Context: an optimization exercise on an open-source flow, tuned for small area and a short achievable clock period. The choices shown serve that exercise and are no tape-out recipe. RTL that was checked went through simulation tests only; none was proved equivalent to the original. Only the layout flow was run in run 3; the RTL was not checked for function there. Power is estimated from default activity; no workload was simulated.

===== flow/design.v =====
package fpu_pkg;
	typedef struct packed {
		logic                  sign;
		logic [8-1:0] exp;
		logic [23-1:0] man;    
	} fpu_float_t;
	typedef struct packed {
		logic [5:0] op1;    
		logic [4:0] fmt;    
		logic [5:0] op2;    
	} fpu_instr_t;
	typedef enum logic [2:0] {
		OP_ADD,
		OP_SUB,
		OP_ABS,
		OP_NEG,
		OP_FTOI,
		OP_ITOF,
		OP_INVALID
	} fpu_op_t;
	typedef struct packed {
		logic [32-1:0] value;
		logic [4-1:0]  exc;    
	} fpu_res_t;
endpackage
`timescale 1ns/1ps
`default_nettype none
module fpu_lzc #(
	parameter int LOG = 6
) (
	input  logic [(1<<LOG)-1:0] value,
	output logic [LOG-1:0]      count
);
	localparam int N = 1 << LOG;
	logic [N-1:0]   v [LOG+1];
	logic [LOG-1:0] c [LOG+1][N];
	genvar l, j;
	generate
		for (j = 0; j < N; j++) begin : g_leaf
			assign v[0][j] = value[N-1-j];
			assign c[0][j] = '0;
		end
		for (l = 1; l <= LOG; l++) begin : g_lvl
			for (j = 0; j < (N >> l); j++) begin : g_node
				assign v[l][j] = v[l-1][2*j] | v[l-1][2*j+1];
				if (l == 1) begin : g_first
					assign c[l][j] = LOG'(~v[0][2*j]);
				end else begin : g_rest
					assign c[l][j] = v[l-1][2*j] ? LOG'(c[l-1][2*j][l-2:0])
					                             : LOG'({1'b1, c[l-1][2*j+1][l-2:0]});
				end
			end
			for (j = (N >> l); j < N; j++) begin : g_pad
				assign v[l][j] = 1'b0;
				assign c[l][j] = '0;
			end
		end
	endgenerate
	assign count = c[LOG][0];
endmodule
`default_nettype wire
`default_nettype none
module fpu_pfx_add #(
	parameter int W = 32
) (
	input  logic [W-1:0] x,
	input  logic [W-1:0] y,
	input  logic         cin,
	output logic [W:0]   s
);
	localparam int N = W + 1;
	localparam int L = $clog2(N);
	logic [N-1:0] g [L+1];
	logic [N-1:0] p [L+1];
	always_comb begin
		g[0] = {x & y, cin};
		p[0] = {x ^ y, 1'b0};
		for (int l = 0; l < L; l++) begin
			for (int i = 0; i < N; i++) begin
				if (((i >> l) & 1) != 0) begin
					g[l+1][i] = g[l][i] | (p[l][i] & g[l][((i >> l) << l) - 1]);
					p[l+1][i] = p[l][i] & p[l][((i >> l) << l) - 1];
				end else begin
					g[l+1][i] = g[l][i];
					p[l+1][i] = p[l][i];
				end
			end
		end
	end
	assign s = {1'b0, x ^ y} ^ g[L];
endmodule
`default_nettype wire
`timescale 1ns/1ps
`default_nettype none
module fpu_addsub (
	input  fpu_pkg::fpu_instr_t        instr,
	input  fpu_pkg::fpu_float_t        a,
	input  fpu_pkg::fpu_float_t        b,
	output logic [34:0]                s,           
	output logic [8-1:0]      e_w,         
	output logic                       sign,        
	output logic                       float_sel,   
	output logic                       addsub,
	output logic                       eff_sub,     
	output logic                       spec,        
	output logic                       qnan,        
	output logic                       ftoi_ovf,
	output logic                       ftoi_nan,
	output logic                       invalid
);
	localparam int EW = 8;
	localparam int MW = 23;
	wire cop1   = (instr.op1 == 6'b010001);
	wire fmt_s  = (instr.fmt == 5'b10000);
	wire op_as  = cop1 && fmt_s && (instr.op2[5:1] == 5'd0);
	wire op_abs = cop1 && fmt_s && (instr.op2 == 6'b000101);
	wire op_neg = cop1 && fmt_s && (instr.op2 == 6'b000111);
	wire op_f2i = cop1 && (instr.fmt == 5'b00000) && (instr.op2 == 6'b000000);
	wire op_i2f = cop1 && (instr.fmt == 5'b00100) && (instr.op2 == 6'b000000);
	wire a_ez   = (a.exp == '0);
	wire b_ez   = (b.exp == '0);
	wire a_spec = &a.exp;
	wire b_spec = &b.exp;
	wire a_nan  = a_spec && (a.man != '0);
	wire b_nan  = b_spec && (b.man != '0);
	wire [MW:0]   a_m = {!a_ez, a.man};
	wire [MW:0]   b_m = {!b_ez, b.man};
	wire [EW-1:0] a_e = {a.exp[EW-1:1], a.exp[0] | a_ez};
	wire [EW-1:0] b_e = {b.exp[EW-1:1], b.exp[0] | b_ez};
	wire b_sign = b.sign ^ instr.op2[0];
	wire es     = a.sign ^ b_sign;
	logic [24:0] mge_s;
	fpu_pfx_add #(.W(24)) u_cmp (
		.x  (a_m),
		.y  (~b_m),
		.cin(1'b1),
		.s  (mge_s)
	);
	wire sp     = a_spec || b_spec;
	wire f_big  = (a.exp > 8'd158) || ((a.exp == 8'd158) && !(a.sign && (a.man == '0)));
	wire f_ok   = !f_big;
	wire [EW:0]   d_ab = {1'b0, a_e} - {1'b0, b_e};
	wire [EW-1:0] d_ba = b_e - a_e;
	wire [EW-1:0] d_f  = 8'd158 - a_e;
	wire [EW-1:0] d    = op_f2i ? d_f : d_ab[EW] ? d_ba : d_ab[EW-1:0];
	wire          a_ge = !d_ab[EW] && ((d_ab[EW-1:0] != '0) || mge_s[24]);
	wire w_a    = a_ge && !b_nan;    
	wire sel_lb = op_as && !sp && w_a;
	wire sel_la = (op_as && !sp && !w_a) || (op_f2i && f_ok);
	wire [MW:0] m_l = sel_lb ? b_m : (sel_la ? a_m : '0);
	wire [32:0] f = (d[7:6] != 2'b00) ? 33'd0 : ({m_l, 9'b0} >> d[5:0]);
	logic [MW:0] m_or;
	logic        st;
	always_comb begin
		m_or[0] = m_l[0];
		for (int i = 1; i <= MW; i++)
			m_or[i] = m_or[i-1] | m_l[i];
		st = 1'b0;
		for (int i = 10; i < 34; i++)
			if (d == EW'(i))
				st = m_or[i-10];
		if (d >= 8'd34)
			st = m_or[MW];
	end
	wire [MW:0]  m_w = w_a ? a_m : b_m;
	wire [31:0]  x1n = {op_neg & ~a.sign, a.exp, a.man};
	wire [33:0]  x   = (op_abs | op_neg) ? {x1n, 2'b00} :
	                   op_as ? {m_w, 10'b0} : 34'd0;
	wire [33:0]  y   = {f, st} | (op_i2f ? {b, 2'b00} : 34'd0);
	wire sub = (op_as && !sp && es) || (op_f2i && a.sign) || (op_i2f && b.sign);
	wire [33:0] yx  = {y[33:1] ^ {33{sub}}, op_f2i | (y[0] ^ sub)};
	wire        y34 = sub && !op_i2f;
	wire        cin = sub || op_f2i;
	logic [35:0] s_full;
	fpu_pfx_add #(.W(35)) u_add (
		.x  ({1'b0, x}),
		.y  ({y34, yx}),
		.cin(cin),
		.s  (s_full)
	);
	assign s = s_full[34:0];
	assign e_w       = op_as ? (w_a ? a_e : b_e) : 8'd158;
	assign float_sel = op_as | op_i2f;
	assign addsub    = op_as;
	assign eff_sub   = op_as & es;
	assign spec      = op_as & sp;
	wire w_sign  = a_ge ? a.sign : b_sign;
	wire sp_sign = (a_spec && !b_spec) ? a.sign :
	               (!a_spec && b_spec) ? b_sign :
	               b_nan ? b.sign :
	               a_nan ? a.sign :
	               (es | a.sign);
	assign sign = op_as ? (sp ? sp_sign : w_sign) : b.sign;
	assign qnan = op_as & (a_nan | b_nan | (a_spec & b_spec & es));
	assign ftoi_nan = op_f2i & a_nan;
	assign ftoi_ovf = op_f2i & !a_nan & f_big;
	assign invalid  = !(op_as | op_abs | op_neg | op_f2i | op_i2f);
endmodule
`default_nettype wire
`timescale 1ns/1ps
`default_nettype none
module fpu_convert (
	input  logic [34:0]           s,
	input  logic [8-1:0] e_w,
	input  logic                  sign,
	input  logic                  float_sel,
	input  logic                  addsub,
	input  logic                  eff_sub,
	input  logic                  spec,
	input  logic                  qnan,
	input  logic                  ftoi_ovf,
	input  logic                  ftoi_nan,
	input  logic                  invalid,
	output fpu_pkg::fpu_res_t     result
);
	localparam int EW = 8;
	localparam int MW = 23;
	logic [34:0] mark;
	always_comb begin
		for (int i = 0; i < 35; i++)
			mark[i] = (e_w == EW'(34 - i));
	end
	logic [5:0] lz;
	fpu_lzc #(
		.LOG(6)
	) u_lzc (
		.value({s | mark, 1'b1, 28'd0}),
		.count(lz)
	);
	wire [34:0]   n    = s << lz;
	wire [MW:0]   m    = n[34:11];
	wire          g    = n[10];
	wire          st   = |n[9:0];
	wire          rnd  = g & (m[0] | st);
	logic [MW+1:0] m_r;
	fpu_pfx_add #(.W(MW+1)) u_rnd (
		.x  (m),
		.y  ('0),
		.cin(rnd),
		.s  (m_r)
	);
	wire [EW:0]   e0   = {1'b0, e_w} + 9'd1 - {3'b0, lz};
	wire [EW:0]   e1   = e0 + 9'd1;
	wire          cy   = m_r[MW+1];
	wire [EW-1:0] e_r  = cy ? e1[EW-1:0] : e0[EW-1:0];
	wire          big  = e0[EW] | (&e0[EW-1:0]);
	wire          ovf  = big | (cy & (e0 == 9'd254));
	wire          hid  = m_r[MW+1] | m_r[MW];
	wire          zero = (s == '0);
	wire          sgn  = sign & !(eff_sub & zero);
	wire [EW-1:0] f_exp = big ? 8'hff : (hid ? e_r : 8'd0);
	wire [MW-1:0] f_man = (big & !spec) ? 23'd0 : {m_r[MW-1] | qnan, m_r[MW-2:0]};
	wire [31:0]   f_val = {sgn, f_exp, f_man};
	assign result.value = float_sel ? f_val : s[33:2];
	assign result.exc   = {invalid, 1'b0, ftoi_nan, ftoi_ovf | (addsub & !spec & ovf)};
endmodule
`default_nettype wire
`timescale 1ns/1ps
`default_nettype none
module fpu_issue (
	input  logic                  clk,
	input  logic                  arst_n,
	input  logic                  issue,
	input  logic [34:0]           s_d,
	input  logic [8-1:0] e_d,
	input  logic [8:0]            f_d,
	output logic [34:0]           s_q,
	output logic [8-1:0] e_q,
	output logic [8:0]            f_q,
	output logic                  done
);
	always_ff @(posedge clk) begin
		s_q <= s_d;
		e_q <= e_d;
		f_q <= f_d;
	end
	always_ff @(posedge clk or negedge arst_n) begin
		if (!arst_n)
			done <= 1'b0;
		else
			done <= issue;
	end
endmodule
`default_nettype wire
`timescale 1ns/1ps
`default_nettype none
module fpu_top (
	input  logic                   clk,
	input  logic                   arst_n,
	input  logic                   issue,
	input  fpu_pkg::fpu_instr_t    instr,
	input  logic [32-1:0] x1,
	input  logic [32-1:0] x2,
	output fpu_pkg::fpu_res_t      result,
	output logic                   done
);
	logic [34:0]           s_d, s_q;
	logic [8-1:0] e_d, e_q;
	logic [8:0]            f_d, f_q;
	fpu_addsub u_addsub (
		.instr    (instr),
		.a        (x1),
		.b        (x2),
		.s        (s_d),
		.e_w      (e_d),
		.sign     (f_d[0]),
		.float_sel(f_d[1]),
		.addsub   (f_d[2]),
		.eff_sub  (f_d[3]),
		.spec     (f_d[4]),
		.qnan     (f_d[5]),
		.ftoi_ovf (f_d[6]),
		.ftoi_nan (f_d[7]),
		.invalid  (f_d[8])
	);
	fpu_issue u_issue (
		.clk   (clk),
		.arst_n(arst_n),
		.issue (issue),
		.s_d   (s_d),
		.e_d   (e_d),
		.f_d   (f_d),
		.s_q   (s_q),
		.e_q   (e_q),
		.f_q   (f_q),
		.done  (done)
	);
	fpu_convert u_convert (
		.s        (s_q),
		.e_w      (e_q),
		.sign     (f_q[0]),
		.float_sel(f_q[1]),
		.addsub   (f_q[2]),
		.eff_sub  (f_q[3]),
		.spec     (f_q[4]),
		.qnan     (f_q[5]),
		.ftoi_ovf (f_q[6]),
		.ftoi_nan (f_q[7]),
		.invalid  (f_q[8]),
		.result   (result)
	);
endmodule
`default_nettype wire

===== flow/flow/run.sh =====
#!/bin/bash
# Layout flow: the standard layout (standard.sh, with its standard synthesis unchanged)
# with two changes to how the layout is optimised, none to the constraints:
#  - every port still gets a buffer, but a sky130_fd_sc_hd__buf_2 rather than the default
#    cell buffer_ports picks;
#  - the resizer's repair_timing aims for 8 ns of setup slack, so it works on the
#    critical paths although the 19 ns clock is met anyway.
# make's output goes to standard.log; each ORFS step's tool log is copied to tool_logs/.
set -e
bash standard.sh finish SETUP_SLACK_MARGIN=9 "BUFFER_PORTS_ARGS=-buffer_cell sky130_fd_sc_hd__buf_2" > standard.log 2>&1
mkdir -p tool_logs
cp orfs/logs/*/*/*/*.log tool_logs/ 2>/dev/null || true

===== flow/standard.sh =====
#!/bin/bash
# synth_recipe.tcl (not shown) runs the flow's synth.tcl, then flattens the netlist and writes it again
# the make line also repeats each setting of config.mk as NAME=value (left out here)
make -C /OpenROAD-flow-scripts/flow DESIGN_CONFIG=/design/flow/config.mk WORK_HOME=/design/flow/orfs CLKGATE_MAP_FILE= SYNTH_SCRIPT=/design/flow/synth_recipe.tcl "${@:-finish}"

===== flow/config.mk =====
export PLATFORM = sky130hd
export DESIGN_NAME = fpu_top
export DESIGN_NICKNAME = fpu_top
export VERILOG_FILES = /design/flow/design.v
export SDC_FILE = /design/flow/constraint.sdc
export NUM_CORES = 4
export LEC_CHECK = 0
export ABC_AREA = 1
export CAP_MARGIN = 50
export CORE_MARGIN = 2
export CORE_UTILIZATION = 50
export PLACE_DENSITY = 0.65
export SLEW_MARGIN = 70
export TNS_END_PERCENT = 10

===== flow/constraint.sdc =====
create_clock -name core_clock -period 19.0 [get_ports {clk}]
set_input_delay 3.8000 -clock core_clock [delete_from_list [all_inputs] [get_ports {clk}]]
set_output_delay 3.8000 -clock core_clock [all_outputs]
set_load 0.01 [all_outputs]

==> results.cfg, run 1 <==
[critical_path]
crit_path_frequent_cell = nor2_1
critPathMaxStageDelay_ns = 0.41
crit_slowest_cell = fa_1
required_ns = 15.20
end_kind = output pin
startpoint_type = flop
crit_type = flop to output pin
cp_max_fo = 23
cp_data_arrival_time_ns = 5.95

[floorplan]
die_h_um = 163
initial_core_util_pct = 50.4
dieArea_mm2 = 0.0264
placeableCoreArea_mm2 = 0.0250
fp-row-count = 58
die_w_um = 163
pin_count = 121

[yosys]
synthTopCellsByArea = nand2_1 20%, ha_1 9.5%, inv_1 8.6%
synth_edf_count = 0
synth_fp_nets = 2455
synth_top_area_cell = nand2_1
ys_seq_area_share_pct = 8.48
async_flop_share_pct = 1.89
syn-cell-area_mm2 = 0.0126
synth_area_per_cell_um2 = 5.54
synthCells = 2269
synth_top_area_share_pct = 19.9
synth-seq-cells = 53
ys.flop_type = dfxtp_1
synth_cell_types = 67
yosysWarnings = 12

[drt]
drtAntennaViolNets = 0
vias = 15896
wire_per_inst_um = 18.6
met2_length_um = 23800
avgViaCountPerCell = 5.85
remaining_drc_errors = 0
drt_first_pass_iters = 6
wl_met3_um = 3750
drt_iter0_markers = 1602
maxUsedRoutingLayer = met4
wl_met1_um = 19800
drt-total-wl_um = 50400

[cells_and_area]
fin_cells = 2717
n_antenna_cell = 0
syn_to_final_growth_pct = 16.2
drive_above_1_share_pct = 17.7
nFillCells = 2656
nets = 2572

[power]
finalPower_mw = 1.95
power.density_mw_per_mm2 = 133
vdd_drop_max_v = 0.000176
power.leakage_nw = 7.59

[clocking]
clockRootBuffer = clkbuf_16
cts_tree = done
cts-htree-levels = 2
numCtsBuffers = 5
clockBufferDepth = 2
clkTransAtPathRegs_ns = 0.07
clock-sinks = 53
hold_buffers = 0

[place]
pre_cts_ws_ns = 7.67
dp_cells = 2647
port_buffers = 119
hpwl_um = 40100
gp_congestion = 1.05

[sta]
min_period_ns = 9.75
slew_violations = 0
finalWorstSetupSlack_ns = 9.25
final-setup-viol-count = 0
finalHoldViolations = 0
rsz0062_at_grt = yes
fmax_mhz = 103
period_share_pct = 51.3
setup-tns-final_ns = 0

[grt]
grt_pass1_vias = 14492
grt_max_degree = 44
gr-total-overflow = 0
antenna_found_initial = 0
grt.total_usage_pct = 36.3
grt_pass1_wl_um = 76200

[worst_hold_path]
hold_path_class = input pin to async pin

[outcome]
status = timing/DRC/antenna clean

[run]
max_cap_violations = 0
## cell usage in the layout (no fill, tap or decap), types with 5 or more instances in the layout
cell type | synthesis | layout
a22oi_1 | 24 | 12
buf_2 | 26 | 119
nand3b_1 | 7 | 7
a21oi_2 | 4 | 12
a22oi_2 | 0 | 12
o21ai_2 | 24 | 27
dfxtp_1 | 52 | 52
nor2_2 | 9 | 18
buf_6 | 6 | 5
nor2_4 | 2 | 6
clkbuf_16 | 0 | 6
nor4_2 | 1 | 6
buf_4 | 10 | 60
nand2_4 | 5 | 13
xnor2_1 | 16 | 15
o221ai_1 | 10 | 10
nand3_2 | 7 | 9
nand2_1 | 666 | 646
nand3_1 | 116 | 112
inv_1 | 287 | 272
o22ai_1 | 46 | 46
o21ai_0 | 148 | 137
ha_1 | 95 | 92
nor2_1 | 177 | 164
nand4_1 | 50 | 50
clkinvlp_4 | 0 | 5
nor3_1 | 18 | 16
o2111ai_1 | 6 | 6
o21ai_1 | 84 | 91
inv_4 | 1 | 6
xor2_1 | 60 | 58
o211ai_1 | 18 | 18
nand2_2 | 8 | 19
a21oi_1 | 124 | 115
inv_2 | 34 | 38
## power by group
group | internal, mW | total [mW] | switching [mW]
clock | 0.0504 | 0.0926 | 0.0421
sequential | 0.117 | 0.124 | 0.00655
combinational | 0.538 | 1.73 | 1.19
total | 0.706 | 1.95 | 1.24
## routing by layer
layer | global-route usage [%] | up-vias
met5 | 0 | -
met4 | 19.1 | 0
met3 | 3.31 | 178
met2 | 64.3 | 797
met1 | 43.6 | 7182
li1 | - | 7739
## cells in the mapped netlist (18+ instances only)
cell / count
o211ai_1: 18
o21ai_2: 24
o22ai_1: 46
xor2_1: 60
a22oi_1: 24
ha_1: 95
nor2_1: 177
nand3_1: 116
o21ai_0: 148
o21ai_1: 84
nand2_1: 666
dfxtp_1: 52
clkbuf_1: 40
buf_2: 26
a21oi_1: 124
inv_2: 34
inv_1: 287
nor3_1: 18
nand4_1: 50
## cells by family after synthesis
kind of cell	synth area share [%]
other	0.0298
DFF	8.48
muxes	0.239
adders and majority gates	10.6
AOI/OAI and AO/OA	24.2
and+or+nand+nor	37.7
xor gates and xnor gates	5.29
buffers and inverters	13.4
## per-stage QoR
stage / hold WS, ns / instance area [um^2] / utilization, %
after floorplan: 3.50 / 12600 / -
after global placement: 3.57 / 13200 / 53.1
after detailed placement: 3.58 / 13400 / 53.6
after CTS: 3.25 / 14000 / 56.2
after global routing: 3.25 / 14600 / 58.5
final: 3.26 / 14600 / 58.5
## area by class of cell
type | instances | area [um^2] | area share (%)
Clock buffer | 5 | 125 | 0.857
Clock inverter | 3 | 28.8 | 0.197
Inverter | 331 | 1290 | 8.87
Multi-Input combinational cell | 1800 | 10300 | 70.8
Sequential cell | 53 | 1070 | 7.30
Tap cell | 330 | 413 | 2.83
Timing Repair Buffer | 195 | 1340 | 9.15
## worst max-delay path: cells and delay by family, from the launching register on
family	cells	cell delay (ns)
simple gates	15	1.90
buf+inv	10	1.37
fa+ha+maj	4	1.14
compound gates	4	0.73
flops	1	0.34
xor+xnor	1	0.16
## worst max path at each step
stage,from,to,cells past startpoint,slack [ns]
after floorplan,x1[25],u_issue.s_q[32],51,9.32
after global placement,x1[25],u_issue.s_q[32],54,7.75
after detailed placement,x1[25],u_issue.s_q[32],52,7.67
after CTS,x1[25],u_issue.s_q[32],52,9.00
after global routing,u_issue.e_q[6],result[10],34,8.87
final,u_issue.e_q[6],result[10],34,9.25
## repair_timing
item,CTS,global route
cloned,4,3
setup endpoints to repair,65,63
setup buffers,30,23
pin swaps,17,38
resized for setup,39,91
## registers in the layout (all words and copies together) (netlist names)
register and cells:
u_issue.s_q 35, u_issue.done 1, u_issue.e_q 8, u_issue.f_q 9
==> run 2, diff against run 1 <==
--- a/flow/config.mk
+++ b/flow/config.mk
@@ -13,2 +13 @@
 export SLEW_MARGIN = 70
-export TNS_END_PERCENT = 10
==> run 2 against run 1 <==
  * Still clean on timing, DRC and antenna
  * Sequential share of layout area about the same
  * Final area grew 0.53%
  * Wire length grew 0.53%
  * Final cell count about the same
  * Worst hold slack barely moved
  * Flip-flop and latch count unchanged
  * Sequential power barely moved
  * Fmax is 0.28% higher
  * Critical endpoint is now u_issue.s_q[31]
==> results.cfg, run 2 <==
[critical_path]
required_ns = 19.18
crit_type = input pin to flop
startpoint_type = input pin
cp_max_fo = 8
crit_slowest_cell = a221oi_1
crit_path_frequent_cell = nand2_1
critPathMaxStageDelay_ns = 0.47
cp_data_arrival_time_ns = 9.91
end_kind = flop

[power]
power.leakage_nw = 7.62
switching_share_pct = 63.6
power.density_mw_per_mm2 = 134
vdd_drop_max_v = 0.000176
intPower_mw = 0.715
p_comb_share_pct = 89.0
pwr-share-seq_pct = 6.3
power_frac_clock_pct = 4.7
switchingPower_mw = 1.25

[yosys]
syn-cell-area_mm2 = 0.0126
synthTopCellsByCount = 666 x nand2_1, 287 x inv_1, 177 x nor2_1
yosysMostFrequentCell = nand2_1
synth_top_area_share_pct = 19.9
synthTopCellsByArea = nand2_1 20%, ha_1 9.5%, inv_1 8.6%
synth-seq-cells = 53
synthCells = 2269
synth_edf_count = 0
async_flop_share_pct = 1.89
synth_cell_types = 67
synth_fp_nets = 2455
synth_area_per_cell_um2 = 5.54
synth_top_area_cell = nand2_1
yosysWarnings = 12
ys.flop_type = dfxtp_1
ys_seq_area_share_pct = 8.48

[grt]
grt_pass1_vias = 14492
grt_pass1_wl_um = 76200
use_met2_pct = 64.3
busiest_layer = met2
grt.met1_usage_pct = 43.6
grt_max_degree = 44
use_met3_pct = 3.31
grt.total_usage_pct = 36.3
antenna_found_initial = 0
gr-total-overflow = 0

[sta]
rsz0062_at_grt = yes
setup-tns-final_ns = 0
slew_violations = 0
final-setup-viol-count = 0
period_share_pct = 51.2
finalHoldViolations = 0
fmax_mhz = 103
min_period_ns = 9.73

[drt]
avgViaCountPerCell = 5.88
drtAntennaViolNets = 0
vias = 15972
drt-total-wl_um = 50700
drt_iter0_markers = 1500
drt_first_pass_iters = 7
remaining_drc_errors = 0
wire_per_inst_um = 18.6

[floorplan]
placeableCoreArea_mm2 = 0.0250
dieArea_mm2 = 0.0264
fp-row-count = 58
pin_count = 121
die_w_um = 163
initial_core_util_pct = 50.4
die_h_um = 163

[cells_and_area]
nets = 2573
drive_above_1_share_pct = 17.9
reg_top3 = u_issue.s_q: 35 flops, u_issue.f_q: 9 flops, u_issue.e_q: 8 flops
syn_to_final_growth_pct = 16.8
largest_reg_flops = 35
utilization_pct = 58.8
largest-register = u_issue.s_q
n_antenna_cell = 0
layout_commonest_cell = nand2_1
final_cell_mix = 646 x nand2_1, 271 x inv_1, 163 x nor2_1, 136 x o21ai_0, 119 x buf_2

[place]
port_buffers = 119
hpwl_um = 40100
gp_congestion = 1.05

[clocking]
numCtsBuffers = 5
clock-sinks = 53
clkTransAtPathRegs_ns = 0.07
hold_buffers = 0
clockRootBuffer = clkbuf_16
cts-htree-levels = 2
clockBufferDepth = 2
cts_tree = done

[outcome]
status = timing/DRC/antenna clean

[run]
max_cap_violations = 0

[worst_hold_path]
hold_path_class = input pin to async pin
-- run 2: cell counts after synthesis --
Identical to the previous run, type by type.
-- run 2: power by group through the flow --
stage | Combinational [mW] | Clock, mW | Sequential, mW
final | 1.75 | 0.0924 | 0.124
after floorplan | 1.27 | 0 | 0.123
after global routing | 1.92 | 0.0981 | 0.124
after detailed placement | 1.59 | 0 | 0.126
after global placement | 1.57 | 0 | 0.126
after CTS | 1.63 | 0.0953 | 0.123
-- run 2: cell families (layout without fill, tap and decap cells) --
group | after synthesis | after routing | share of synthesized area, %
AND/OR/NAND/NOR | 1098 | 1100 | 37.7
other | 1 | 1 | 0.0298
AO/OA/AOI/OAI | 518 | 518 | 24.2
XOR/XNOR | 76 | 76 | 5.29
adder cells (fa/ha/maj) | 102 | 102 | 10.6
buffers and inverters | 418 | 535 | 13.4
flip-flops | 53 | 53 | 8.48
multiplexers | 3 | 3 | 0.239
-- run 2: what timing repair did --
item                       CTS  global route
setup endpoints to repair   65            63
setup buffers               30            23
gates cloned                 4             4
gates resized for setup     39           102
pin swaps                   17            39
-- run 2: how the worst max path moves through the flow --
stage	endpoint	startpoint	slack [ns]
6_report	u_issue.s_q[31]	x1[26]	9.27
5_1_grt	u_issue.s_q[31]	x1[26]	8.91
4_1_cts	u_issue.s_q[32]	x1[25]	9.00
3_5_place_dp	u_issue.s_q[32]	x1[25]	7.67
3_3_place_gp	u_issue.s_q[32]	x1[25]	7.75
2_1_floorplan	u_issue.s_q[32]	x1[25]	9.32
-- run 2: final cells by class --
cell class	instances	area (um^2)
flip-flops and latches	53	1070
clock buffers	5	125
clock inverters	3	28.8
repair buffers	196	1370
well taps	330	413
inverters	331	1300
multi-input cells	1800	10400
fillers	2643	10300
-- run 2: critical path: cells and delay by family --
kind / cells / cell delay (ns)
xor+xnor: 1 / 0.13
buf+inv: 7 / 0.85
simple gates: 23 / 2.68
compound gates: 5 / 1.15
fa+ha+maj: 4 / 1.28
-- run 2: per-layer routing --
layer  up-vias  share of wire, %
met5         -                 0
met4         0               6.2
met3       194               6.9
met2       798                47
met1      7244                40
li1       7736                 -
-- run 2: stage by stage --
stage	cells	instance area (um^2)	total power, mW	setup WS [ns]	hold slack, ns
after floorplan	2269	12600	1.39	9.32	3.50
after global placement	2645	13200	1.69	7.75	3.57
after detailed placement	2647	13400	1.72	7.67	3.58
after CTS	2689	14000	1.85	9.00	3.25
after global routing	2718	14700	2.14	8.91	3.25
final	2718	14700	1.96	9.27	3.26
==> run 3, diff against run 2 <==
--- a/flow/design.v
+++ b/flow/design.v
@@ -151,8 +151,10 @@
 	wire [32:0] f = (d[7:6] != 2'b00) ? 33'd0 : ({m_l, 9'b0} >> d[5:0]);
-	logic [MW:0] m_or;
+	logic [MW:0] m_or [6];
 	logic        st;
 	always_comb begin
-		m_or[0] = m_l[0];
-		for (int i = 1; i <= MW; i++)
-			m_or[i] = m_or[i-1] | m_l[i];
+		m_or[0] = m_l;
+		for (int l = 0; l < 5; l++)
+			for (int i = 0; i <= MW; i++)
+				m_or[l+1][i] = m_or[l][i] |
+				               ((((i >> l) & 1) != 0) ? m_or[l][((i >> l) << l) - 1] : 1'b0);
 		st = 1'b0;
@@ -160,5 +162,5 @@
 			if (d == EW'(i))
-				st = m_or[i-10];
+				st = m_or[5][i-10];
 		if (d >= 8'd34)
-			st = m_or[MW];
+			st = m_or[5][MW];
 	end
--- a/flow/flow/run.sh
+++ b/flow/flow/run.sh
@@ -9,3 +9,3 @@
 set -e
-bash standard.sh finish SETUP_SLACK_MARGIN=9 "BUFFER_PORTS_ARGS=-buffer_cell sky130_fd_sc_hd__buf_2" > standard.log 2>&1
+bash standard.sh finish SETUP_SLACK_MARGIN=8 "BUFFER_PORTS_ARGS=-buffer_cell sky130_fd_sc_hd__buf_2" > standard.log 2>&1
 mkdir -p tool_logs
==> run 3 against run 2 <==
  * Final cell count is 2.5% lower
  * First-iteration DRC count is 17% higher
  * Sequential power hardly changed
  * Global-route usage is 1.1 points lower
  * Still clean
  * Critical path depth is 9 higher
  * Critical path type unchanged
  * Worst hold slack better by 0.0066 ns
  * Via count is 3.5% lower
  * Count of clock-buffer cells in the layout stayed put
  * Sequential share of layout area is 0.58 points higher
  * Worst setup slack worse by 0.63 ns
==> results.cfg, run 3 <==
[sta]
finalHoldViolations = 0
final-setup-viol-count = 0
min_period_ns = 10.36
finalWorstSetupSlack_ns = 8.64
fmax_mhz = 96.5
period_share_pct = 54.5
rsz0062_at_grt = no
slew_violations = 0
setup-tns-final_ns = 0

[critical_path]
startpoint_type = input pin
required_ns = 19.19
end_kind = flop
crit_type = input pin to flop
crit_start = x1[28]
cp_num_cells = 49
critPathMaxStageDelay_ns = 0.39
crit_slowest_cell = fa_1
crit_path_end = u_issue.s_q[32]
cp_top_family = simple AND/OR/NAND/NOR gates
crit_buf_inv = 5
cp_data_arrival_time_ns = 10.54
cp_max_fo = 60
crit_path_frequent_cell = nand2_1

[cells_and_area]
largest_reg_flops = 35
final_cell_mix = 668 x nand2_1, 265 x inv_1, 196 x nor2_1, 163 x o21ai_0, 124 x nand3_1
nets = 2510
layout_commonest_cell = nand2_1
multi_input_area_mm2 = 0.0100
n_antenna_cell = 0
reg_top3 = u_issue.s_q: 35 flops, u_issue.f_q: 9 flops, u_issue.e_q: 8 flops
largest-register = u_issue.s_q
syn_to_final_growth_pct = 9.13
drive_above_1_share_pct = 12.2
final_cell_area_mm2 = 0.0136
seq_area_mm2 = 0.00107
nFillCells = 2664

[place]
placed_area_mm2 = 0.0133
gp_congestion = 1.06
pre_cts_ws_ns = 7.90
hpwl_um = 39100
port_buffers = 119

[yosys]
synth_area_per_cell_um2 = 5.51
synth_cell_types = 67
ys.flop_type = dfxtp_1
synth_edf_count = 0
synthCells = 2260
synthTopCellsByCount = 674 x nand2_1, 276 x inv_1, 207 x nor2_1
yosysMostFrequentCell = nand2_1
synth_top_area_share_pct = 20.3
async_flop_share_pct = 1.89
yosysWarnings = 13
ys_seq_area_share_pct = 8.56
synth-seq-cells = 53
synth_fp_nets = 2446
synth_top_area_cell = nand2_1
syn-cell-area_mm2 = 0.0125
synthTopCellsByArea = nand2_1 20%, ha_1 9.5%, dfxtp_1 8.4%

[drt]
drt-total-wl_um = 47700
drtAntennaViolNets = 0
remaining_drc_errors = 0
drt_first_pass_iters = 6
wire_per_inst_um = 18.0
drt_iter0_markers = 1756
vias = 15409
avgViaCountPerCell = 5.82

[floorplan]
die_h_um = 162
die_w_um = 162
initial_core_util_pct = 51.1
pin_count = 121
placeableCoreArea_mm2 = 0.0244
fp-row-count = 57
dieArea_mm2 = 0.0262

[clocking]
cts_tree = done
clkTransAtPathRegs_ns = 0.07
clock-sinks = 53
cts-htree-levels = 2
clockBufferDepth = 2
clockRootBuffer = clkbuf_16
hold_buffers = 0
numCtsBuffers = 5

[worst_hold_path]
hold_path_class = input pin to async pin

[grt]
antenna_found_initial = 0
grt.total_usage_pct = 35.2
grt_pass1_wl_um = 73400
grt_max_degree = 70
gr-total-overflow = 0
grt_pass1_vias = 13812

[outcome]
status = timing/DRC/antenna clean

[run]
max_cap_violations = 0

[power]
finalPower_mw = 2.13
vdd_drop_max_v = 0.000153
power.density_mw_per_mm2 = 157
power.leakage_nw = 7.33
[run 3: what timing repair did]
item | 4_1_cts | 5_1_grt
endpoints found under the setup margin | 0 | 31
buffers inserted | 0 | 5
resized for setup | 0 | 28
[run 3: final cells by class]
cell class	count	area share [%]
tap	324	2.98
clock buffer	5	0.920
timing repair buffer	145	5.95
clock inverter	3	0.212
inverter	300	8.37
sequential	53	7.84
multi-input combinational	1819	73.7
[run 3: worst min-delay path by stage]
stage,from,endpoint,slack (ns)
2_1_floorplan,arst_n,u_issue.done,3.50
3_3_place_gp,arst_n,u_issue.done,3.57
3_5_place_dp,arst_n,u_issue.done,3.58
4_1_cts,arst_n,u_issue.done,3.26
5_1_grt,arst_n,u_issue.done,3.25
6_report,arst_n,u_issue.done,3.26
[run 3: report_power, final]
| part | leakage, nW | switching (mW) | total, mW | internal, mW |
|---|---|---|---|---|
| clock network | 0.0763 | 0.0399 | 0.0902 | 0.0504 |
| logic | 6.82 | 1.32 | 1.91 | 0.589 |
| registers | 0.432 | 0.00728 | 0.124 | 0.117 |
| total | 7.33 | 1.37 | 2.13 | 0.757 |
[run 3: per-layer routing]
metal | up-vias | global-route usage, % | share of wire (%)
li1 | 7576 | - | -
met1 | 6921 | 45.3 | 41
met2 | 767 | 60.0 | 46
met3 | 145 | 2.60 | 7.8
met4 | 0 | 16.6 | 4.9
met5 | - | 0 | 0
[run 3: metrics by stage]
stage	util [%]	hold WS, ns	cells
final	55.7	3.26	2649
after global routing	55.7	3.25	2649
after CTS	55.0	3.26	2643
after detailed placement	54.4	3.58	2635
after global placement	53.8	3.57	2631
after floorplan	-	3.50	2260
[run 3: kinds of logic after synthesis]
kind of cell	after synthesis	share of synthesized area, %
muxes	4	0.321
xor gates and xnor gates	83	5.84
DFF	53	8.56
buffers and inverters	388	12.7
adders and majority gates	102	10.7
and+or+nand+nor	1133	38.9
AOI/OAI and AO/OA	496	22.9
other	1	0.0301
==> run 4, diff against run 3 <==
--- a/flow/design.v
+++ b/flow/design.v
@@ -231,3 +231,9 @@
 	);
-	wire [34:0]   n    = s << lz;
+	logic [34:0] n;
+	always_comb begin
+		n = s;
+		for (int k = 5; k >= 0; k--)
+			if (lz[k])
+				n = n << (1 << k);
+	end
 	wire [MW:0]   m    = n[34:11];
==> run 4 against run 3 <==
  * Sequential share of layout area grew 0.26 points
  * Area after synthesis shrank 3.7%
  * Global-route usage is essentially flat
  * Utilization grew 0.15 points
  * Worst hold slack lost 0.00067 ns
  * Critical path type unchanged
  * Sequential power is essentially flat
  * Fmax shrank 0.89%
==> results.cfg, run 4 <==
[power]
p_comb_share_pct = 82.6
vdd_drop_max_v = 0.000170
pwr-share-seq_pct = 9.5
switching_share_pct = 59.6
power.density_mw_per_mm2 = 99.7
intPower_mw = 0.530
power_frac_clock_pct = 7.9
switchingPower_mw = 0.781
power.leakage_nw = 6.85

[clocking]
clockBufferDepth = 2
hold_buffers = 0
clkTransAtPathRegs_ns = 0.07
clock-sinks = 53
cts-htree-levels = 2
clockRootBuffer = clkbuf_16
cts_tree = done
numCtsBuffers = 5

[critical_path]
startpoint_type = input pin
required_ns = 19.18
cp_max_fo = 24
end_kind = flop
crit_slowest_cell = fa_1
crit_type = input pin to flop
cp_data_arrival_time_ns = 10.63
crit_buf_inv = 4
crit_path_frequent_cell = nor2_1
cp_top_family = simple AND/OR/NAND/NOR gates
critPathMaxStageDelay_ns = 0.42

[yosys]
yosysMostFrequentCell = nand2_1
synth_fp_nets = 2344
synth_cell_types = 68
synth-seq-cells = 53
yosysWarnings = 13
ys.flop_type = dfxtp_1
synthTopCellsByCount = 597 x nand2_1, 294 x inv_1, 217 x nor2_1
ys_seq_area_share_pct = 8.89
synth_area_per_cell_um2 = 5.56
syn-cell-area_mm2 = 0.0120
synth_top_area_cell = nand2_1
synth_edf_count = 0
synthCells = 2158
async_flop_share_pct = 1.89
synth_top_area_share_pct = 18.7
synthTopCellsByArea = nand2_1 19%, ha_1 9.9%, inv_1 9.2%

[sta]
setup-tns-final_ns = 0
period_share_pct = 55.0
min_period_ns = 10.45
finalWorstSetupSlack_ns = 8.55
slew_headroom_pct = 67.0
slew_violations = 0
max_slew.worst_pin.slew_ns = 0.492
fmax_mhz = 95.7
finalHoldViolations = 0
rsz0062_at_grt = no
whs_ns = 3.26
final-setup-viol-count = 0

[place]
port_buffers = 119
placed_area_mm2 = 0.0128
hpwl_um = 38400
gp_congestion = 1.07
pre_cts_ws_ns = 7.95

[run]
max_cap_violations = 0

[floorplan]
die_h_um = 159
placeableCoreArea_mm2 = 0.0235
initial_core_util_pct = 50.9
die_w_um = 159
pin_count = 121
dieArea_mm2 = 0.0252
fp-row-count = 56

[drt]
vias = 14799
drt-total-wl_um = 46600
avgViaCountPerCell = 5.80
drt_first_pass_iters = 6
drtAntennaViolNets = 0
remaining_drc_errors = 0
drt_iter0_markers = 1668
wire_per_inst_um = 18.2

[grt]
grt.total_usage_pct = 35.3
gr-total-overflow = 0
grt_max_degree = 54
grt_pass1_wl_um = 72100
grt_pass1_vias = 13787
antenna_found_initial = 0

[worst_hold_path]
hold_path_class = input pin to async pin

[cells_and_area]
nFillCells = 2536
reg_top3 = u_issue.s_q: 35 flops, u_issue.f_q: 9 flops, u_issue.e_q: 8 flops
n_antenna_cell = 0
nets = 2419
syn_to_final_growth_pct = 9.69
drive_above_1_share_pct = 11.9
final_cell_area_mm2 = 0.0132
largest_reg_flops = 35
layout_commonest_cell = nand2_1
final_cell_mix = 591 x nand2_1, 284 x inv_1, 209 x nor2_1, 137 x o21ai_0, 121 x a21oi_1
utilization_pct = 55.9
largest-register = u_issue.s_q

[outcome]
status = timing/DRC/antenna clean
[run 4: final timing paths]
check                      cells after the start              end  startpoint  slack (ns)
min in group core_clock                        1     u_issue.done       issue        3.61
max in group asynchronous                      1     u_issue.done      arst_n       15.66
min                                            1     u_issue.done      arst_n        3.26
max                                           46  u_issue.s_q[32]      x2[23]        8.55
[run 4: stage by stage]
step / instances / total power, mW
6_report: 2553 / 1.31
5_1_grt: 2553 / 1.44
4_1_cts: 2545 / 1.29
3_5_place_dp: 2537 / 1.18
3_3_place_gp: 2532 / 1.15
2_1_floorplan: 2158 / 0.962
[run 4: kinds of logic after synthesis]
group / after synthesis / synth area share, %
compound gates: 481 / 23.2
other cells: 1 / 0.0313
fa+ha+maj: 102 / 11.1
buf+inv: 392 / 13.1
xor+xnor: 81 / 5.91
simple gates: 1039 / 37.0
mux: 9 / 0.751
flops: 53 / 8.89
[run 4: what timing repair did]
item,in CTS,in global routing
setup buffers,0,6
gates resized for setup,0,19
setup endpoints to repair,0,23
[run 4: layout make-up]
cell class	count	area [um^2]	area share, %
Clock buffer	5	125	0.951
Timing Repair Buffer	141	783	5.95
Sequential cell	53	1070	8.10
Clock inverter	3	50.0	0.380
Tap cell	319	399	3.03
Inverter	317	1210	9.22
Multi-Input combinational cell	1715	9520	72.4
[run 4: per-layer routing]
metal  share of wire (%)  global-route usage (%)  vias up
li1                    -                       -     7245
met2                  45                    59.8      777
met1                  41                    45.3     6623
met3                 8.8                    2.85      154
met5                   0                       0        -
met4                 5.3                    16.8        0
[run 4: power groups by stage]
stage	Combinational (mW)	Clock [mW]	Sequential, mW
5_1_grt	1.21	0.109	0.126
3_5_place_dp	1.05	0	0.128
3_3_place_gp	1.02	0	0.127
2_1_floorplan	0.838	0	0.124
6_report	1.08	0.103	0.125
4_1_cts	1.06	0.105	0.125
==> run 5, diff against run 4 <==
--- a/flow/config.mk
+++ b/flow/config.mk
@@ -7,3 +7,3 @@
 export LEC_CHECK = 0
-export ABC_AREA = 1
+export ABC_AREA = 0
 export CAP_MARGIN = 50
==> run 5 against run 4 <==
  * Highest routed layer unchanged
  * Global-route usage is 2.0 points higher
  * Count of clock-buffer cells in the layout did not move
  * Still clean on timing, DRC and antenna
  * Critical path type unchanged
  * First-iteration DRC count increased by 1.5%
  * Via count rose by 0.82%
  * Worst setup slack worse by 0.47 ns
  * Fmax decreased by 4.3%
  * Final cell count decreased by 13%
  * Clock power is 13% lower
==> results.cfg, run 5 <==
[drt]
vias = 14921
remaining_drc_errors = 0
drt_iter0_markers = 1693
drt_first_pass_iters = 9
drtAntennaViolNets = 0
avgViaCountPerCell = 6.70
wire_per_inst_um = 22.9
drt-total-wl_um = 50900

[clocking]
cts-htree-levels = 2
clock-sinks = 53
clockBufferDepth = 2
clockRootBuffer = clkbuf_16
numCtsBuffers = 5
clkTransAtPathRegs_ns = 0.07
hold_buffers = 0
cts_tree = done

[sta]
final-setup-viol-count = 0
min_period_ns = 10.92
fmax_mhz = 91.6
max_slew.worst_pin.slew_ns = 0.696
whs_ns = 3.26
slew_violations = 0
rsz0062_at_grt = yes
period_share_pct = 57.5
slew_headroom_pct = 53.3
setup-tns-final_ns = 0
finalHoldViolations = 0

[critical_path]
crit_slowest_cell = or4_4
cp_top_family = compound AO/OA/AOI/OAI gates
cp_data_arrival_time_ns = 11.11
crit_start = x2[25]
startpoint_type = input pin
end_kind = flop
crit_buf_inv = 4
required_ns = 19.19
critPathMaxStageDelay_ns = 0.54
crit_path_frequent_cell = a21oi_1
crit_type = input pin to flop
cp_max_fo = 6

[run]
max_cap_violations = 0

[cells_and_area]
syn_to_final_growth_pct = 18.0
drive_above_1_share_pct = 20.4
final_cell_area_mm2 = 0.0143
largest_reg_flops = 35
n_antenna_cell = 0
nets = 2087
final_cell_mix = 197 x nand2_1, 148 x nor2_1, 146 x a21oi_1, 119 x o21ai_0, 116 x buf_2
nFillCells = 2302
reg_top3 = u_issue.s_q: 35 flops, u_issue.f_q: 9 flops, u_issue.e_q: 8 flops
largest-register = u_issue.s_q
layout_commonest_cell = nand2_1
fin_cells = 2226

[place]
port_buffers = 119
dp_cells = 2163
hpwl_um = 38800
gp_congestion = 1.01
placed_area_mm2 = 0.0133

[grt]
gr-total-overflow = 0
grt_max_degree = 50
antenna_found_initial = 0
grt_pass1_wl_um = 76900
grt_pass1_vias = 14026
grt.total_usage_pct = 37.3

[power]
power.density_mw_per_mm2 = 93.6
vdd_drop_max_v = 0.000107
power.leakage_nw = 6.20

[outcome]
status = timing/DRC/antenna clean

[yosys]
yosysMostFrequentCell = nand2_1
synth_top_area_cell = ha_1
ys_seq_area_share_pct = 8.79
synth_fp_nets = 1974
synth_top_family_by_area = compound AO/OA/AOI/OAI gates
ys.flop_type = dfxtp_1
synth_simple_gate_area_share_pct = 24.7
yosysWarnings = 13
syn-cell-area_mm2 = 0.0121
synth_area_per_cell_um2 = 6.78
synth-seq-cells = 53
synth_xor_area_share_pct = 6.99
synthTopCellsByArea = ha_1 9.8%, dfxtp_1 8.6%, mux2i_1 7.9%
synthTopCellsByCount = 202 x nand2_1, 164 x nor2_1, 154 x a21oi_1
synth_mux_area_share_pct = 10.2
async_flop_share_pct = 1.89
synth_cell_types = 109
synthAdderAreaFrac_pct = 11.0
synth_edf_count = 0
synth_compound_area_share_pct = 31.2
synthCells = 1788
synth_top_area_share_pct = 9.80

[floorplan]
die_h_um = 160
initial_core_util_pct = 50.5
fp-row-count = 57
die_w_um = 160
pin_count = 121
placeableCoreArea_mm2 = 0.0240
dieArea_mm2 = 0.0255

[worst_hold_path]
hold_path_class = input pin to async pin
run 5: cell count changes in the layout (fill, tap and decap cells not counted), moves of 23 or more:
| cell | previous run | this run |
|---|---|---|
| xnor2_1 | 22 | 58 |
| a22oi_1 | 14 | 42 |
| buf_4 | 19 | 60 |
| nor2_1 | 209 | 148 |
| xor2_1 | 57 | 34 |
| a21oi_1 | 121 | 146 |
| a21o_1 | 0 | 26 |
| inv_1 | 284 | 114 |
| o21ai_1 | 76 | 20 |
| nand3_1 | 95 | 42 |
| nand2_1 | 591 | 197 |
| mux2i_1 | 9 | 92 |
run 5: cell type report:
| type | count | area, um^2 | share of cell area [%] |
|---|---|---|---|
| multi-input combinational | 1517 | 10900 | 75.9 |
| clock buffer | 5 | 125 | 0.874 |
| timing repair buffer | 203 | 1340 | 9.38 |
| sequential | 53 | 1080 | 7.57 |
| inverter | 121 | 460 | 3.22 |
| clock inverter | 3 | 28.8 | 0.201 |
| tap | 324 | 405 | 2.83 |
run 5: path summary, 6_finish.rpt:
| path | to | cells after the start | slack [ns] |
|---|---|---|---|
| max in group asynchronous | u_issue.done | 1 | 15.65 |
| setup / recovery | u_issue.s_q[32] | 38 | 8.08 |
| min in group core_clock | u_issue.done | 1 | 3.61 |
| hold / removal | u_issue.done | 1 | 3.26 |
run 5: repair_timing:
action / 4_1_cts / 5_1_grt
gates resized for setup: 29 / 59
gates cloned: 1 / 4
endpoints found under the setup margin: 19 / 6
pin swaps: 10 / 41
buffers inserted: 8 / 34
endpoints found under the hold margin: 0 / 0
run 5: stage by stage:
stage               setup WS [ns]  util, %  power (mW)
floorplan                    8.04        -       0.919
global placement             6.81     53.7        1.13
detailed placement           6.74     55.2        1.18
CTS                          8.02     56.7        1.29
global route                 7.83     59.6        1.45
finish                       8.08     59.6        1.34
run 5: logic make-up after synthesis:
| logic type | count (synthesis) |
|---|---|
| AOI/OAI and AO/OA | 583 |
| xor gates and xnor gates | 96 |
| adders and majority gates | 102 |
| buffers and inverters | 220 |
| DFF | 53 |
| muxes | 120 |
| other | 1 |
| and+or+nand+nor | 613 |
run 5: layer usage:
| layer | vias up | global-route usage [%] | part of all wire (%) |
|---|---|---|---|
| li1 | 6801 | - | - |
| met1 | 6909 | 45.7 | 38 |
| met2 | 950 | 64.1 | 46 |
| met3 | 261 | 4.44 | 9.2 |
| met4 | 0 | 19.4 | 6.2 |
| met5 | - | 0 | 0 |
run 5: power breakdown:
group	switching [mW]	internal [mW]
Combinational	0.685	0.430
Sequential	0.0170	0.117
Clock	0.0396	0.0504
==> run 6, diff against run 5 <==
--- a/flow/flow/run.sh
+++ b/flow/flow/run.sh
@@ -9,3 +9,3 @@
 set -e
-bash standard.sh finish SETUP_SLACK_MARGIN=8 "BUFFER_PORTS_ARGS=-buffer_cell sky130_fd_sc_hd__buf_2" > standard.log 2>&1
+bash standard.sh finish SETUP_SLACK_MARGIN=9 "BUFFER_PORTS_ARGS=-buffer_cell sky130_fd_sc_hd__buf_2" > standard.log 2>&1
 mkdir -p tool_logs
--- a/flow/config.mk
+++ b/flow/config.mk
@@ -7,3 +7,3 @@
 export LEC_CHECK = 0
-export ABC_AREA = 0
+export ABC_AREA = 1
 export CAP_MARGIN = 50
==> run 6 against run 5 <==
  * Die area is 1.1% lower
  * Still clean
  * Count of clock-buffer cells in the layout did not move
  * Clock power rose by 14%
  * Combinational power hardly changed
  * Power grew 2.7%
  * Sequential share of layout area barely moved
  * Synthesized cell count grew 21%
  * Worst hold slack worse by 0.0011 ns
  * First-iteration DRC count increased by 2.0%
  * Global-route usage shrank 1.7 points
  * Fmax rose by 12%
==> results.cfg, run 6 <==
[drt]
drt-total-wl_um = 48300
remaining_drc_errors = 0
vias = 15261
drt_first_pass_iters = 6
wire_per_inst_um = 18.6
drtAntennaViolNets = 0
drt_iter0_markers = 1727
avgViaCountPerCell = 5.87

[cells_and_area]
largest-register = u_issue.s_q
reg_top3 = u_issue.s_q: 35 flops, u_issue.f_q: 9 flops, u_issue.e_q: 8 flops
drive_above_1_share_pct = 16.5
seq_area_mm2 = 0.00107
multi_input_area_mm2 = 0.00990
nFillCells = 2407
final_cell_mix = 581 x nand2_1, 277 x inv_1, 191 x nor2_1, 123 x o21ai_0, 117 x buf_2
syn_to_final_growth_pct = 17.2
layout_commonest_cell = nand2_1
nets = 2466
fin_cells = 2600
largest_reg_flops = 35
n_antenna_cell = 0

[critical_path]
cp_top_family = simple AND/OR/NAND/NOR gates
required_ns = 19.17
crit_type = input pin to flop
cp_max_fo = 6
crit_buf_inv = 6
startpoint_type = input pin
critPathMaxStageDelay_ns = 0.44
cp_data_arrival_time_ns = 9.95
end_kind = flop
crit_path_frequent_cell = nand2_1
crit_slowest_cell = fa_2

[sta]
rsz0062_at_grt = yes
whs_ns = 3.26
fmax_mhz = 102
final-setup-viol-count = 0
finalHoldViolations = 0
max_slew.worst_pin.slew_ns = 0.488
min_period_ns = 9.78
period_share_pct = 51.5
slew_headroom_pct = 67.2
slew_violations = 0
setup-tns-final_ns = 0

[clocking]
clockBufferDepth = 2
cts-htree-levels = 2
numCtsBuffers = 5
hold_buffers = 0
clock-sinks = 53
clkTransAtPathRegs_ns = 0.07
clockRootBuffer = clkbuf_16
cts_tree = done

[yosys]
synth_top_area_cell = nand2_1
synth_simple_gate_area_share_pct = 37.0
ys.flop_type = dfxtp_1
synth_mux_area_share_pct = 0.751
async_flop_share_pct = 1.89
synth_area_per_cell_um2 = 5.56
yosysWarnings = 13
synthTopCellsByArea = nand2_1 19%, ha_1 9.9%, inv_1 9.2%
synth_compound_area_share_pct = 23.2
synth_fp_nets = 2344
yosysMostFrequentCell = nand2_1
synth_top_family_by_area = simple AND/OR/NAND/NOR gates
synth_cell_types = 68
synth_xor_area_share_pct = 5.91
synthTopCellsByCount = 597 x nand2_1, 294 x inv_1, 217 x nor2_1
synthAdderAreaFrac_pct = 11.1
synthCells = 2158
ys_seq_area_share_pct = 8.89
synth_edf_count = 0
synth-seq-cells = 53
synth_top_area_share_pct = 18.7
syn-cell-area_mm2 = 0.0120

[outcome]
status = timing/DRC/antenna clean

[grt]
grt_max_degree = 54
grt_pass1_vias = 13933
antenna_found_initial = 1
gr-total-overflow = 0
grt_pass1_wl_um = 72800
grt.total_usage_pct = 35.6

[place]
hpwl_um = 38400
dp_cells = 2537
gp_congestion = 1.07
port_buffers = 119

[power]
power_frac_clock_pct = 7.5
pwr-share-seq_pct = 9.1
power.leakage_nw = 7.20
p_comb_share_pct = 83.4
power.density_mw_per_mm2 = 97.9
switching_share_pct = 58.9
intPower_mw = 0.565
vdd_drop_max_v = 0.000181
switchingPower_mw = 0.810

[worst_hold_path]
hold_path_class = input pin to async pin

[floorplan]
initial_core_util_pct = 50.9
dieArea_mm2 = 0.0252
die_w_um = 159
pin_count = 121
placeableCoreArea_mm2 = 0.0235
fp-row-count = 56
die_h_um = 159

[run]
max_cap_violations = 0
[run 6: cell types whose count changed in the layout (fill, tap and decap cells not counted), moves of 43 or more]
cell     previous run  this run
nand2_1           197       581
o21ai_1            20        86
nor2_1            148       191
nand3_1            42        92
inv_1             114       277
mux2i_1            92         9
[run 6: layout make-up]
class,instances,area share [%]
repair buffers,189,9.07
clock buffers,5,0.890
flip-flops and latches,53,7.59
inverters,317,8.81
multi-input cells,1714,70.4
well taps,319,2.84
clock inverters,3,0.356
[run 6: cell families (layout without fill, tap and decap cells)]
group / after synthesis / after routing
AOI/OAI and AO/OA: 481 / 481
adders and majority gates: 102 / 102
xor gates and xnor gates: 81 / 81
buffers and inverters: 392 / 514
other: 1 / 1
muxes: 9 / 9
and+or+nand+nor: 1039 / 1040
DFF: 53 / 53
[run 6: final timing paths]
kind                       startpoint         endpoint  slack [ns]  cells after the start
hold / removal                 arst_n     u_issue.done        3.26                      1
min in group core_clock         issue     u_issue.done        3.61                      1
setup / recovery               x2[27]  u_issue.s_q[31]        9.22                     39
max in group asynchronous      arst_n     u_issue.done       15.66                      1
[run 6: what timing repair did]
| action | in CTS | in global routing |
|---|---|---|
| pin swaps | 15 | 50 |
| resized for setup | 36 | 117 |
| buffers inserted | 12 | 36 |
| endpoints found under the setup margin | 32 | 62 |
| gates cloned | 1 | 6 |
[run 6: through the flow]
stage / setup WS, ns / utilization (%) / total power, mW / area (um^2)
final: 9.22 / 59.7 / 1.38 / 14100
after global routing: 8.84 / 59.7 / 1.51 / 14100
after CTS: 9.02 / 56.2 / 1.29 / 13200
after detailed placement: 7.95 / 54.5 / 1.18 / 12800
after global placement: 7.63 / 53.9 / 1.15 / 12700
after floorplan: 9.32 / - / 0.962 / 12000
[run 6: power by group through the flow]
stage	Sequential [mW]	Clock, mW	Combinational, mW
after floorplan	0.124	0	0.838
after global placement	0.127	0	1.02
after detailed placement	0.128	0	1.05
after CTS	0.125	0.105	1.06
after global routing	0.126	0.109	1.27
final	0.125	0.103	1.15
[run 6: routing by layer]
| metal | share of wire (%) | vias up | global-route usage, % |
|---|---|---|---|
| met2 | 45 | 875 | 60.8 |
| li1 | - | 7365 | - |
| met1 | 40 | 6820 | 45.2 |
| met5 | 0.027 | - | 0 |
| met4 | 6.1 | 2 | 16.8 |
| met3 | 8.7 | 199 | 3.19 |
==> run 7, diff against run 6 <==
--- a/flow/config.mk
+++ b/flow/config.mk
@@ -8,3 +8,3 @@
 export ABC_AREA = 1
-export CAP_MARGIN = 50
+export CAP_MARGIN = 20
 export CORE_MARGIN = 2
@@ -12,2 +12,2 @@
 export PLACE_DENSITY = 0.65
-export SLEW_MARGIN = 70
+export SLEW_MARGIN = 20
==> run 7 against run 6 <==
  * Count of clock-buffer cells in the layout stayed put
  * Non-clock buffer count is 12 lower
  * First-iteration DRC count is 1.1% lower
  * Synthesized cell count stayed put
  * Sequential power hardly changed
  * Critical path type unchanged
==> results.cfg, run 7 <==
[yosys]
ys_seq_area_share_pct = 8.89
synth_edf_count = 0
synthTopCellsByCount = 597 x nand2_1, 294 x inv_1, 217 x nor2_1
syn-cell-area_mm2 = 0.0120
yosysMostFrequentCell = nand2_1
synth_area_per_cell_um2 = 5.56
synth_top_area_share_pct = 18.7
synth_cell_types = 68
async_flop_share_pct = 1.89
synthCells = 2158
ys.flop_type = dfxtp_1
synthTopCellsByArea = nand2_1 19%, ha_1 9.9%, inv_1 9.2%
synth_fp_nets = 2344
yosysWarnings = 13
synth_top_area_cell = nand2_1
synth-seq-cells = 53

[clocking]
clockRootBuffer = clkbuf_16
clockBufferDepth = 2
clock-sinks = 53
clkTransAtPathRegs_ns = 0.08
cts-htree-levels = 2
cts_tree = done
numCtsBuffers = 5

[grt]
grt_pass1_wl_um = 73300
grt_pass1_vias = 13657
gr-total-overflow = 0
antenna_found_initial = 0
grt.total_usage_pct = 36.0
grt_max_degree = 38

[power]
power.density_mw_per_mm2 = 97.9
power.leakage_nw = 7.19
finalPower_mw = 1.37
vdd_drop_max_v = 0.000156

[drt]
vias = 15288
remaining_drc_errors = 0
drt_iter0_markers = 1708
wire_per_inst_um = 18.9
drtAntennaViolNets = 0
drt_first_pass_iters = 6
avgViaCountPerCell = 5.90
drt-total-wl_um = 49100

[critical_path]
cp_max_fo = 7
crit_buf_inv = 7
end_kind = flop
critPathMaxStageDelay_ns = 0.42
required_ns = 19.18
crit_start = x2[27]
cp_top_family = simple AND/OR/NAND/NOR gates
startpoint_type = input pin
crit_type = input pin to flop
crit_slowest_cell = fa_2
cp_data_arrival_time_ns = 10.14

[cells_and_area]
layout_commonest_cell = nand2_1
n_antenna_cell = 0
fin_cells = 2593
reg_top3 = u_issue.s_q: 35 flops, u_issue.f_q: 9 flops, u_issue.e_q: 8 flops
nFillCells = 2483
largest-register = u_issue.s_q
final_cell_mix = 563 x nand2_1, 278 x inv_1, 196 x nor2_1, 132 x o21ai_0, 117 x a21oi_1
largest_reg_flops = 35
nets = 2459
syn_to_final_growth_pct = 16.3
seq_area_mm2 = 0.00107
multi_input_area_mm2 = 0.00993
drive_above_1_share_pct = 16.8

[sta]
rsz0062_at_grt = yes
finalHoldViolations = 0
final-setup-viol-count = 0
period_share_pct = 52.4
min_period_ns = 9.96
fmax_mhz = 100
max_slew.worst_pin.slew_ns = 1.03
slew_headroom_pct = 31.0
setup-tns-final_ns = 0
slew_violations = 0

[floorplan]
pin_count = 121
die_w_um = 159
dieArea_mm2 = 0.0252
fp-row-count = 56
initial_core_util_pct = 50.9
placeableCoreArea_mm2 = 0.0235
die_h_um = 159

[worst_hold_path]
hold_path_class = input pin to async pin

[place]
port_buffers = 119
hpwl_um = 38200
dp_cells = 2532
gp_congestion = 1.07

[run]
max_cap_violations = 0

[outcome]
status = timing/DRC/antenna clean
run 7: cell counts after synthesis:
Identical to the previous run, type by type.
run 7: timing repair:
item / 4_1_cts / 5_1_grt
pin swaps: 5 / 53
endpoints found under the setup margin: 41 / 63
cloned: 6 / 6
buffers inserted: 5 / 36
hold buffers: 0 / 0
resized for setup: 38 / 147
run 7: layout make-up:
class,count,area share (%)
Clock buffer,5,0.897
Timing Repair Buffer,177,8.36
Clock inverter,3,0.206
Inverter,317,8.82
Multi-Input combinational cell,1718,71.2
Sequential cell,53,7.64
Tap cell,319,2.86
Timing Repair inverter,1,0.0359
run 7: where the power goes:
group	leakage (nW)	switching (mW)	internal, mW
Combinational	6.68	0.774	0.375
Sequential	0.432	0.00792	0.117
Clock	0.0763	0.0415	0.0504
run 7: metrics by stage:
stage / instance area, um^2 / utilization (%) / setup WS [ns] / hold WS [ns]
floorplan: 12000 / - / 9.32 / 3.50
global placement: 12700 / 53.9 / 7.63 / 3.57
detailed placement: 12700 / 53.9 / 7.42 / 3.58
CTS: 13100 / 55.7 / 8.93 / 3.26
global route: 14000 / 59.3 / 8.66 / 3.26
finish: 14000 / 59.3 / 9.04 / 3.26
run 7: cells by family after synthesis:
family,after synthesis,synth area share (%)
adders and majority gates,102,11.1
buffers and inverters,392,13.1
AOI/OAI and AO/OA,481,23.2
and+or+nand+nor,1039,37.0
DFF,53,8.89
xor gates and xnor gates,81,5.91
other,1,0.0313
muxes,9,0.751
run 7: how the worst max path moves through the flow:
| stage | to | slack, ns | cells past startpoint |
|---|---|---|---|
| finish | u_issue.s_q[32] | 9.04 | 41 |
| CTS | u_issue.s_q[32] | 8.93 | 45 |
| global placement | u_issue.s_q[32] | 7.63 | 47 |
| floorplan | u_issue.s_q[32] | 9.32 | 42 |
| detailed placement | u_issue.s_q[32] | 7.42 | 47 |
| global route | u_issue.s_q[15] | 8.66 | 46 |
run 7: routing by layer:
layer  routed length (um)  global-route usage (%)  share of wire (%)  vias up
li1                     -                       -                  -     7358
met1                19500                    45.6                 40     6850
met2                22200                    60.8                 45      871
met3                 4190                    3.24                8.5      209
met4                 3260                    18.6                6.6        0
met5                    0                       0                  0        -
==> run 8, diff against run 7 <==
--- a/flow/flow/run.sh
+++ b/flow/flow/run.sh
@@ -9,3 +9,3 @@
 set -e
-bash standard.sh finish SETUP_SLACK_MARGIN=9 "BUFFER_PORTS_ARGS=-buffer_cell sky130_fd_sc_hd__buf_2" > standard.log 2>&1
+bash standard.sh finish SETUP_SLACK_MARGIN=10 "BUFFER_PORTS_ARGS=-buffer_cell sky130_fd_sc_hd__buf_2" > standard.log 2>&1
 mkdir -p tool_logs
--- a/flow/config.mk
+++ b/flow/config.mk
@@ -8,3 +8,3 @@
 export ABC_AREA = 1
-export CAP_MARGIN = 20
+export CAP_MARGIN = 50
 export CORE_MARGIN = 2
@@ -12,2 +12,2 @@
 export PLACE_DENSITY = 0.65
-export SLEW_MARGIN = 20
+export SLEW_MARGIN = 70
==> run 8 against run 7 <==
  * Still clean on timing, DRC and antenna
  * Flip-flop and latch count did not move
  * Sequential power barely moved
  * Fmax rose by 3.9%
  * First-iteration DRC count fell by 2.4%
  * Final area rose by 16%
==> results.cfg, run 8 <==
[drt]
wire_per_inst_um = 19.5
vias = 16316
avgViaCountPerCell = 5.99
met2_length_um = 23900
drt-total-wl_um = 53000
drt_iter0_markers = 1667
remaining_drc_errors = 0
maxUsedRoutingLayer = met4
drt_first_pass_iters = 7
drtAntennaViolNets = 0
wl_met1_um = 20300
wl_met3_um = 4740

[sta]
min_period_ns = 9.59
max_slew.worst_pin.slew_ns = 0.510
final-setup-viol-count = 0
fmax_mhz = 104
period_share_pct = 50.5
whs_ns = 3.26
finalHoldViolations = 0
rsz0062_at_grt = yes
finalWorstSetupSlack_ns = 9.41
slew_headroom_pct = 65.0
setup-tns-final_ns = 0
slew_violations = 0

[yosys]
synth_area_per_cell_um2 = 5.56
synthCells = 2158
synth_cell_types = 68
synth-seq-cells = 53
synth_top_family_by_area = simple AND/OR/NAND/NOR gates
syn-cell-area_mm2 = 0.0120
synth_fp_nets = 2344
synthTopCellsByCount = 597 x nand2_1, 294 x inv_1, 217 x nor2_1
synth_compound_area_share_pct = 23.2
synth_xor_area_share_pct = 5.91
yosysMostFrequentCell = nand2_1
synth_simple_gate_area_share_pct = 37.0
ys.flop_type = dfxtp_1
synthAdderAreaFrac_pct = 11.1
yosysWarnings = 13
async_flop_share_pct = 1.89
synth_top_area_cell = nand2_1
synth_edf_count = 0
synthTopCellsByArea = nand2_1 19%, ha_1 9.9%, inv_1 9.2%
synth_mux_area_share_pct = 0.751
synth_top_area_share_pct = 18.7
ys_seq_area_share_pct = 8.89

[cells_and_area]
reg_top3 = u_issue.s_q: 35 flops, u_issue.f_q: 9 flops, u_issue.e_q: 8 flops
n_antenna_cell = 0
nets = 2590
layout_commonest_cell = nand2_1
largest-register = u_issue.s_q
seq_area_mm2 = 0.00107
multi_input_area_mm2 = 0.0108
largest_reg_flops = 35
nFillCells = 2160
utilization_pct = 68.8
fin_cells = 2724
final_cell_mix = 531 x nand2_1, 262 x inv_1, 169 x nor2_1, 149 x buf_4, 112 x buf_2
drive_above_1_share_pct = 28.3
syn_to_final_growth_pct = 35.1

[critical_path]
crit_slowest_cell = fa_2
crit_start = x1[30]
startpoint_type = input pin
required_ns = 19.19
end_kind = flop
crit_type = input pin to flop
critPathMaxStageDelay_ns = 0.53
cp_data_arrival_time_ns = 9.78
cp_max_fo = 7

[clocking]
cts-htree-levels = 2
numCtsBuffers = 5
clkTransAtPathRegs_ns = 0.07
cts_tree = done
clockRootBuffer = clkbuf_16
clock-sinks = 53
clockBufferDepth = 2

[floorplan]
die_h_um = 159
placeableCoreArea_mm2 = 0.0235
dieArea_mm2 = 0.0252
fp-row-count = 56
initial_core_util_pct = 50.9
pin_count = 121
die_w_um = 159

[place]
dp_cells = 2538
port_buffers = 119
hpwl_um = 38400
pre_cts_ws_ns = 8.13
gp_congestion = 1.02

[power]
vdd_drop_max_v = 0.000192
intPower_mw = 0.803
power.leakage_nw = 8.12
switchingPower_mw = 0.985
pwr-share-seq_pct = 7.0
p_comb_share_pct = 87.9
switching_share_pct = 55.1
power_frac_clock_pct = 5.0
power.density_mw_per_mm2 = 110

[grt]
grt_pass1_wl_um = 77100
grt_max_degree = 38
grt_pass1_vias = 14581
gr-total-overflow = 0
grt.total_usage_pct = 37.8
antenna_found_initial = 0

[worst_hold_path]
hold_path_class = input pin to async pin

[outcome]
status = timing/DRC/antenna clean

[run]
max_cap_violations = 0
run 8: cell counts after synthesis:
Identical to the previous run, type by type.
run 8: power by group through the flow:
stage / Combinational [mW] / Clock (mW) / Sequential [mW]
6_report: 1.57 / 0.0901 / 0.125
5_1_grt: 1.69 / 0.0966 / 0.126
4_1_cts: 1.30 / 0.0921 / 0.125
3_5_place_dp: 1.06 / 0 / 0.127
3_3_place_gp: 1.03 / 0 / 0.127
2_1_floorplan: 0.841 / 0 / 0.124
run 8: logic make-up after synthesis:
| group | count (synthesis) |
|---|---|
| multiplexers | 9 |
| buffers and inverters | 392 |
| XOR/XNOR | 81 |
| other | 1 |
| AND/OR/NAND/NOR | 1039 |
| AO/OA/AOI/OAI | 481 |
| adder cells (fa/ha/maj) | 102 |
| flip-flops | 53 |
run 8: per-stage QoR:
stage	cell area [um^2]	total power, mW
4_1_cts	14600	1.51
3_5_place_dp	13000	1.19
6_report	16200	1.79
5_1_grt	16200	1.91
2_1_floorplan	12100	0.965
3_3_place_gp	12800	1.16
run 8: critical path: cells and delay by family:
| kind | cells | cell delay (ns) |
|---|---|---|
| xor+xnor | 1 | 0.17 |
| simple gates | 17 | 1.85 |
| fa+ha+maj | 4 | 1.57 |
| compound gates | 7 | 1.39 |
| buf+inv | 10 | 1.01 |
run 8: final timing paths:
check,end,slack (ns),depth (start not counted)
min in group core_clock,u_issue.done,3.61,1
worst min-delay path,u_issue.done,3.26,1
max in group asynchronous,u_issue.done,15.65,1
worst max-delay path,u_issue.s_q[15],9.41,39
run 8: timing repair:
item                                   in CTS  in global routing
hold buffers                                0                  0
setup buffers                              76                 88
pin swaps                                  64                128
setup endpoints to repair                  67                 66
gates resized for setup                   156                266
gates cloned                                8                  4
endpoints found under the hold margin       0                  0
run 8: metal layers:
layer / vias up / track usage, %
li1: 7617 / -
met1: 7344 / 46.8
met2: 1071 / 63.1
met3: 284 / 4.31
met4: 0 / 22.9
met5: - / 0
run 8: final cells by class:
cell class	count	share of cell area [%]
repair inverters	2	0.0926
well taps	319	2.46
flip-flops and latches	53	6.62
inverters	317	7.90
repair buffers	308	15.1
clock inverters	3	0.178
multi-input cells	1717	66.9
clock buffers	5	0.772

## separate check: timing with driven ports
How much do the figures lean on ideal ports? The routed layouts below were timed once more, with nothing changed but the port constraints.
Step 1 assumes that a clkbuf_16 drives the clock port and a buf_2 every other input.
Step 2 adds t to the input delays and takes it off the output delays; t is the mean of the earliest and latest rising clock arrival at the registers after step 1. Input paths then give back, and output paths get back, about the clock's delay inside the block.
Three values: ideal, step 1, step 2; two values: the first two.
run	shift t [ns]	setup slack, ns	pins driven straight from the clock port
run 1	0.333	9.245 / 9.207 / 8.935	1
run 2	0.334	9.272 / 9.265 / 8.931	1
run 3	0.333	8.641 / 8.664 / 8.332	1
run 4	0.325	8.548 / 8.567 / 8.243	1
run 5	0.328	8.077 / 8.089 / 7.762	1
run 6	0.326	9.221 / 9.226 / 8.900	1
run 7	0.329	9.040 / 9.040 / 8.712	1
run 8	0.331	9.410 / 9.423 / 9.093	1
After both steps every run listed still meets setup and hold. The setup slack of run 2, which loses most, moves by -0.007 ns with the drivers and by -0.341 ns with both steps.
